Context: an optimization exercise on an open-source flow, tuned for small area. The choices shown serve that exercise and are no tape-out recipe. The RTL was checked by simulation tests, not by an equivalence proof against the original design. The flow treats the clock pin as an ideal source, which a real chip does not have. Power is estimated from default activity; no workload was simulated.

## amber
Design decode_stage, start of the top module:
module decode_stage (
    input  logic                   clk_i,
    input  logic                   rst_i,
    input  logic                   enable_i,
    input  logic                   stall_i,
    input  logic [32-1:0]       instr_i,
    input  logic [32-1:0]       pc_i,
    input  logic                   wb_en_i,
    input  logic [5-1:0] wb_addr_i,
    input  logic [32-1:0]       wb_data_i,
    output logic                   valid_o,
    output logic                   illegal_o,
    output logic [2:0]             unit_o,
    output logic [5:0]             op_o,
    output logic [32-1:0]       imm_o,
    output logic [5-1:0]    shamt_o,
    output logic [32-1:0]       rs1_data_o,
    output logic [32-1:0]       rs2_data_o,
    output logic [5-1:0] rd_o,
    output logic [32-1:0]       pc_o
);
    logic [3:0]       cls_d;
    logic [32-1:0] rs1_d;
    logic [32-1:0] rs2_d;
    logic [3:0]       cls_q;
    logic [31:7]      w_q;
    op_decoder u_op_decoder (
        .instr_i (instr_i),
        .cls_o   (cls_d)
    );
    int_reg_file u_int_reg_file (
        .clk_i    (clk_i),
  ...
For scale: about 4,100 cells after synthesis, ~260 I/O pins, about 48,000 µm² of cells after synthesis.
export LEC_CHECK = 0
export CAP_MARGIN = 10
export CORE_MARGIN = 2
export CORE_UTILIZATION = 50
export SLEW_MARGIN = 10
export SYNTH_HIERARCHICAL = 1
export SYNTH_MINIMUM_KEEP_SIZE = 0
create_clock -name core_clock -period 5.0 [get_ports {clk_i}]
standard.sh (not shown) runs the stock make flow with config.mk's settings and CLKGATE_MAP_FILE= SYNTH_SCRIPT=/design/flow/synth_recipe.tcl, a recipe that flattens the netlist after the stock synthesis.
==> flow/flow/run.sh <==
#!/bin/bash
set -euo pipefail
export BUFFER_PORTS_ARGS="-buffer_cell sky130_fd_sc_hd__buf_1"
export CTS_ARGS="-sink_clustering_enable -repair_clock_nets -sink_clustering_size 26 -sink_clustering_max_diameter 80 -buf_list {sky130_fd_sc_hd__clkbuf_8} -dont_use_dummy_load"
bash standard.sh cts > standard_cts.log 2>&1
CLKFIX_RESULTS=orfs/results/sky130hd/decode_stage/base CLKFIX_TARGET=0.110 \
    openroad -no_init -exit flow/clkfix.tcl > clkfix.log 2>&1
bash standard.sh > standard_finish.log 2>&1
==> flow/flow/clkfix.tcl <==
# Upsize clock buffers whose loads see a slew above the target, then
# legalize. Reads and rewrites the CTS result in place.
set R $::env(CLKFIX_RESULTS)
set P $::env(FLOW_HOME)/platforms/sky130hd
read_db $R/4_cts.odb
read_liberty $P/lib/sky130_fd_sc_hd__tt_025C_1v80.lib
read_sdc $R/4_cts.sdc
source $P/setRC.tcl
set target $::env(CLKFIX_TARGET)
set sizes {sky130_fd_sc_hd__clkbuf_1 sky130_fd_sc_hd__clkbuf_2 sky130_fd_sc_hd__clkbuf_4 sky130_fd_sc_hd__clkbuf_8 sky130_fd_sc_hd__clkbuf_16}
for {set it 0} {$it < 6} {incr it} {
  estimate_parasitics -placement
  set changed 0
  set worst_all 0
  foreach inst [get_cells clkbuf_*] {
    set m [get_property $inst ref_name]
    set idx [lsearch $sizes $m]
    if {$idx < 0} continue
    set worst 0
    foreach out [get_pins -of_objects $inst -filter "direction == output"] {
      foreach p [get_pins -of_objects [get_nets -of_objects $out] -filter "direction == input"] {
        set s [get_property $p slew_max]
        if {$s > $worst} { set worst $s }
      }
    }
    if {$worst > $worst_all} { set worst_all $worst }
    if {$worst > $target && $idx < 4} {
      replace_cell $inst [lindex $sizes [expr {$idx + 1}]]
      incr changed
    }
  }
  puts "clkfix iteration $it: worst load slew $worst_all, upsized $changed"
  if {$changed == 0} break
}
detailed_placement
check_placement
estimate_parasitics -placement
report_clock_skew
write_db $R/4_cts.odb
Relative to amber, the following input files were edited for pepper:
==> flow/flow/run.sh <==
#!/bin/bash
set -euo pipefail
export BUFFER_PORTS_ARGS="-buffer_cell sky130_fd_sc_hd__buf_1"
export CTS_ARGS="-sink_clustering_enable -repair_clock_nets -sink_clustering_size 30 -sink_clustering_max_diameter 80 -buf_list {sky130_fd_sc_hd__clkbuf_8} -dont_use_dummy_load"
bash standard.sh cts > standard_cts.log 2>&1
CLKFIX_RESULTS=orfs/results/sky130hd/decode_stage/base CLKFIX_TARGET=0.110 \
    openroad -no_init -exit flow/clkfix.tcl > clkfix.log 2>&1
bash standard.sh > standard_finish.log 2>&1
Changes observed in pepper relative to amber: power density normalized to cell area went down; area of all placed cells without fillers did not really move; top achievable clock speed went up; first-pass iteration count of the detailed router went down. Cmp pepper vs amber: clock skew higher in pepper. Going from amber to pepper, via count of the first global-routing pass shrank slightly. NOTE: slew of the pin with the lowest slew margin in pepper falls short of that of amber. Total routing usage reported by global routing: pepper vs amber — no meaningful difference. Sequential share of cell area of amber is on par with pepper. From amber to pepper, final-report max-slew violation count did not move at all.

[port drivers added, routing unchanged]
How much do the figures lean on ideal ports? The routed layouts below were timed once more, with nothing changed but the port constraints.
Step 1 assumes that a clkbuf_16 drives the clock port and a buf_2 every other input.
Step 2 moves the port delays by t, midway between the first and last clock arrival at a register: inputs arrive t later, outputs are due t later. That takes back most of the time a late clock gives input paths.
Slacks: ideal / step 1 / step 2; pairs: ideal / step 1.
run	t (ns)	setup slack, ns	clock arrival spread, ns	worst register clock-pin slew, ns	worst slew at a driven data input, ns
amber	0.750	0.948 / 0.877 / 0.724	0.061 / 0.061	0.11 / 0.11	0.16
pepper	0.756	0.960 / 0.888 / 0.741	0.063 / 0.064	0.12 / 0.12	0.18
After both steps every run listed still meets setup and hold. The setup slack of amber, which loses most, moves by -0.071 ns with the drivers and by -0.224 ns with both steps.
